Context: an optimization exercise on an open-source flow, tuned for small area, a short achievable clock period and few clock cycles per item. The choices shown serve that exercise and are no tape-out recipe. Only simulation tests tie the RTL to the original design; equivalence was not proved. Power is estimated from default activity; no workload was simulated.

==> flow/design.v <==
module ethernet_ipv4_header_classifier (
  input  logic         clk,
  input  logic         rst_n,
  input  logic         in_tvalid,
  output logic         in_tready,
  input  logic [7:0]   in_tdata,
  input  logic         in_tlast,
  output logic         out_tvalid,
  input  logic         out_tready,
  output logic [127:0] out_tdata
);
  localparam logic [1:0] ET_OTHER = 2'd0;
  localparam logic [1:0] ET_IPV4  = 2'd1;
  localparam logic [1:0] ET_ARP   = 2'd2;
  localparam logic [1:0] ET_IPV6  = 2'd3;
  localparam logic [1:0] PR_OTHER = 2'd0;
  localparam logic [1:0] PR_TCP   = 2'd1;
  localparam logic [1:0] PR_UDP   = 2'd2;
  localparam logic [1:0] PR_ICMP  = 2'd3;
  logic [16:0] lc_r;         
  logic        ge22_r;       
  logic        hi08_r, hi86_r;
  logic [1:0]  et_r;
  logic        ver4_r, ihl_ok_r;
  logic [1:0]  pr_r;
  logic [3:0]  doff_r;
  logic [6:0]  q_r;          
  logic [31:0] src_r, dst_r;
  logic [7:0]  ttl_r;
  logic [15:0] sport_r, dport_r;
  logic [16:0] len_o;
  logic        acc_o, dec_o, aok_o, pok_o;
  logic [2:0]  cls_o;
  logic        ov_r, skv_r, itr_r;
  logic [1:0]  sk_et;        
  logic [4:0]  sk_len;
  logic fire, res_now, out_free, to_out, sk_move;
  logic [7:0] d;
  assign d    = in_tdata;
  assign fire = in_tvalid && itr_r;
  assign res_now  = fire && in_tlast;
  assign out_free = !ov_r || out_tready;
  assign to_out   = res_now && out_free;
  assign sk_move  = skv_r && out_tready;
  logic p12, p13, p14, p21, p22, p23, psrc, pdst, pge13;
  assign p12  = lc_r == 17'd13;
  assign p13  = lc_r == 17'd14;
  assign p14  = lc_r == 17'd15;
  assign p21  = lc_r == 17'd22;
  assign p22  = lc_r == 17'd23;
  assign p23  = lc_r == 17'd24;
  assign psrc = lc_r >= 17'd27 && lc_r <= 17'd30;
  assign pdst = lc_r >= 17'd31 && lc_r <= 17'd34;
  assign pge13 = lc_r >= 17'd14;
  logic t1, t2, t3, t4, t13;
  assign t1  = ihl_ok_r && q_r == 7'd1;
  assign t2  = ihl_ok_r && q_r == 7'd2;
  assign t3  = ihl_ok_r && q_r == 7'd3;
  assign t4  = ihl_ok_r && q_r == 7'd4;
  assign t13 = ihl_ok_r && q_r == 7'd13;
  logic [1:0] et13, et_now;
  always_comb begin
    et13 = ET_OTHER;
    if (hi08_r && d == 8'h00) et13 = ET_IPV4;
    else if (hi08_r && d == 8'h06) et13 = ET_ARP;
    else if (hi86_r && d == 8'hDD) et13 = ET_IPV6;
  end
  assign et_now = p13 ? et13 : et_r;
  logic r_aok, r_pok, r_dec, r_acc;
  logic [2:0] r_cls;
  assign r_aok = !p13 && et_r == ET_IPV4 && ver4_r && ihl_ok_r && !q_r[6];
  always_comb begin
    r_pok = 1'b0;
    if (r_aok) begin
      if (pr_r == PR_TCP)
        r_pok = doff_r >= 4'd5 && q_r[5:2] >= doff_r;
      else if (pr_r == PR_UDP)
        r_pok = q_r[5:3] != 3'd0;
    end
  end
  always_comb begin
    r_cls = 3'd0;
    if (pge13) begin
      case (et_now)
        ET_IPV4: if (r_aok) r_cls = {1'b0, pr_r} + ((pr_r == PR_OTHER) ? 3'd4 : 3'd0);
        ET_ARP:  r_cls = 3'd5;
        ET_IPV6: r_cls = 3'd6;
        default: r_cls = 3'd7;
      endcase
    end
  end
  assign r_dec = r_aok || (pge13 && et_now == ET_ARP);
  assign r_acc = r_cls != 3'd0;
  always_ff @(posedge clk) begin
    if (!rst_n) begin
      lc_r     <= 17'd1;
      ge22_r   <= 1'b0;
      ihl_ok_r <= 1'b0;
      q_r      <= 7'h40;
    end else if (fire) begin
      if (in_tlast) begin
        lc_r     <= 17'd1;
        ge22_r   <= 1'b0;
        ihl_ok_r <= 1'b0;
        q_r      <= 7'h40;
      end else begin
        if (!lc_r[16]) lc_r <= lc_r + 17'd1;
        if (p21) ge22_r <= 1'b1;
        if (p14) begin
          ihl_ok_r <= d[3:0] >= 4'd5;
          q_r      <= 7'd2 - {1'b0, d[3:0], 2'b00};
        end else if (q_r != 7'd63) begin
          q_r <= q_r + 7'd1;
        end
      end
    end
  end
  always_ff @(posedge clk) begin
    if (fire) begin
      if (p12) begin
        hi08_r <= d == 8'h08;
        hi86_r <= d == 8'h86;
      end
      if (p13) et_r <= et13;
      if (p14) ver4_r <= d[7:4] == 4'd4;
      if (p23) begin
        if (d == 8'd6)       pr_r <= PR_TCP;
        else if (d == 8'd17) pr_r <= PR_UDP;
        else if (d == 8'd1)  pr_r <= PR_ICMP;
        else                 pr_r <= PR_OTHER;
      end
      if (t13) doff_r <= d[7:4];
    end
  end
  always_ff @(posedge clk) begin
    if (sk_move || (to_out && !r_aok)) begin
      src_r <= '0;
      dst_r <= '0;
      ttl_r <= '0;
    end else if (fire) begin
      if (p22)  ttl_r <= d;
      if (psrc) src_r <= {src_r[23:0], d};
      if (pdst) dst_r <= {dst_r[23:0], d};
    end
    if (sk_move || (to_out && !r_pok)) begin
      sport_r <= '0;
      dport_r <= '0;
    end else if (fire) begin
      if (t1) sport_r[15:8] <= d;
      if (t2) sport_r[7:0]  <= d;
      if (t3) dport_r[15:8] <= d;
      if (t4) dport_r[7:0]  <= d;
    end
  end
  always_ff @(posedge clk) begin
    if (sk_move) begin
      len_o <= {12'd0, sk_len};
      cls_o <= (sk_et == ET_ARP) ? 3'd5 : (sk_et == ET_IPV6) ? 3'd6 :
               (sk_et == ET_OTHER) ? 3'd7 : 3'd0;
      acc_o <= sk_et != ET_IPV4;
      dec_o <= sk_et == ET_ARP;
      aok_o <= 1'b0;
      pok_o <= 1'b0;
    end else if (to_out) begin
      len_o <= lc_r;
      cls_o <= r_cls;
      acc_o <= r_acc;
      dec_o <= r_dec;
      aok_o <= r_aok;
      pok_o <= r_pok;
    end
    if (res_now && !out_free) begin
      sk_len <= lc_r[4:0];
      sk_et  <= pge13 ? et_now : ET_IPV4;
    end
  end
  logic ov_nxt, skv_nxt, ge22_nxt;
  always_comb begin
    if (ov_r && !out_tready) ov_nxt = 1'b1;
    else                     ov_nxt = skv_r || res_now;
    if (skv_r) skv_nxt = !out_tready;
    else       skv_nxt = res_now && ov_r && !out_tready;
    if (fire) ge22_nxt = !in_tlast && (ge22_r || p21);
    else      ge22_nxt = ge22_r;
  end
  always_ff @(posedge clk) begin
    if (!rst_n) begin
      ov_r  <= 1'b0;
      skv_r <= 1'b0;
      itr_r <= 1'b1;
    end else begin
      ov_r  <= ov_nxt;
      skv_r <= skv_nxt;
      itr_r <= !skv_nxt && !(ov_nxt && ge22_nxt);
    end
  end
  assign in_tready  = itr_r;
  assign out_tvalid = ov_r;
  assign out_tdata  = {len_o, dport_r, sport_r, pok_o, ttl_r, dst_r, src_r,
                       aok_o, dec_o, cls_o, acc_o};
endmodule
==> flow/config.mk <==
export PLATFORM = sky130hd
export DESIGN_NAME = ethernet_ipv4_header_classifier
export DESIGN_NICKNAME = ethernet_ipv4_header_classifier
export VERILOG_FILES = /design/flow/design.v
export SDC_FILE = /design/flow/constraint.sdc
export NUM_CORES = 4
export LEC_CHECK = 0
export ABC_CLOCK_PERIOD_IN_PS = 1800
export CAP_MARGIN = 20
export CORE_MARGIN = 2
export CORE_UTILIZATION = 60
export SETUP_SLACK_MARGIN = 3.6
export SLEW_MARGIN = 20
==> flow/constraint.sdc <==
create_clock -name core_clock -period 5.5 [get_ports {clk}]
set_input_delay 1.1000 -clock core_clock [delete_from_list [all_inputs] [get_ports {clk}]]
set_output_delay 1.1000 -clock core_clock [all_outputs]
set_load 0.01 [all_outputs]
run.sh (not shown) runs the stock make flow with config.mk's settings and CLKGATE_MAP_FILE= SYNTH_SCRIPT=/design/flow/synth_recipe.tcl, a recipe that flattens the netlist after the stock synthesis.
The starting point died in global routing (5_1_grt).
Testbench counts at the start, summed over its fixed seeds: cycles 308,813, bytes 308,670.
Edit:
ABC_CLOCK_PERIOD_IN_PS = unset   (was 1800)
CORE_UTILIZATION = 40   (was 60)
SETUP_SLACK_MARGIN = 3.3   (was 3.6)
Result: This time the run passed the timing, DRC and antenna checks. Synthesized area is unchanged. Synthesized cell count is unchanged.
Edit:
SETUP_SLACK_MARGIN = unset   (was 3.3)
The changed run completed without violations.
Combinational power falls by 28%.
Global-route usage falls by 2.2 points.
Total power falls by about 3%.
Sequential power is about the same.
Edit:
SETUP_SLACK_MARGIN = 3.0   (was unset)
The new run went through all stages and came out clean.
Synthesized area does not change.
Die area stays the same.
First-iteration DRC count goes down by 6.4%.
Total power went up by 2.2%.
Final area goes up by 6.0%.

==> afterwards: timing with drivers on the ports <==
No port has a modelled driver above. Below, the same layouts with a new extraction and two added sets of constraints.
Step 1 assumes that a clkbuf_16 drives the clock port and a buf_2 every other input.
Step 2, shift: input delay + t, output delay - t, t = (earliest + latest rising clock arrival at the registers) / 2. This alone moves slack from input paths to output paths.
Three values: no drivers, after step 1, after step 2; two values: the first two.
run | t, ns | setup WS [ns] | latest minus earliest clock arrival (ns)
the second run | 0.483 | 3.058 / 3.057 / 2.574 | 0.013 / 0.013
the third run | 0.483 | 1.716 / 1.737 / 1.254 | 0.016 / 0.016
the fourth run | 0.482 | 2.983 / 2.994 / 2.516 | 0.012 / 0.013
After both steps setup and hold are still met in every run listed. The setup slack of the second run, which loses most, moves by -0.001 ns with the drivers and by -0.484 ns with both steps.
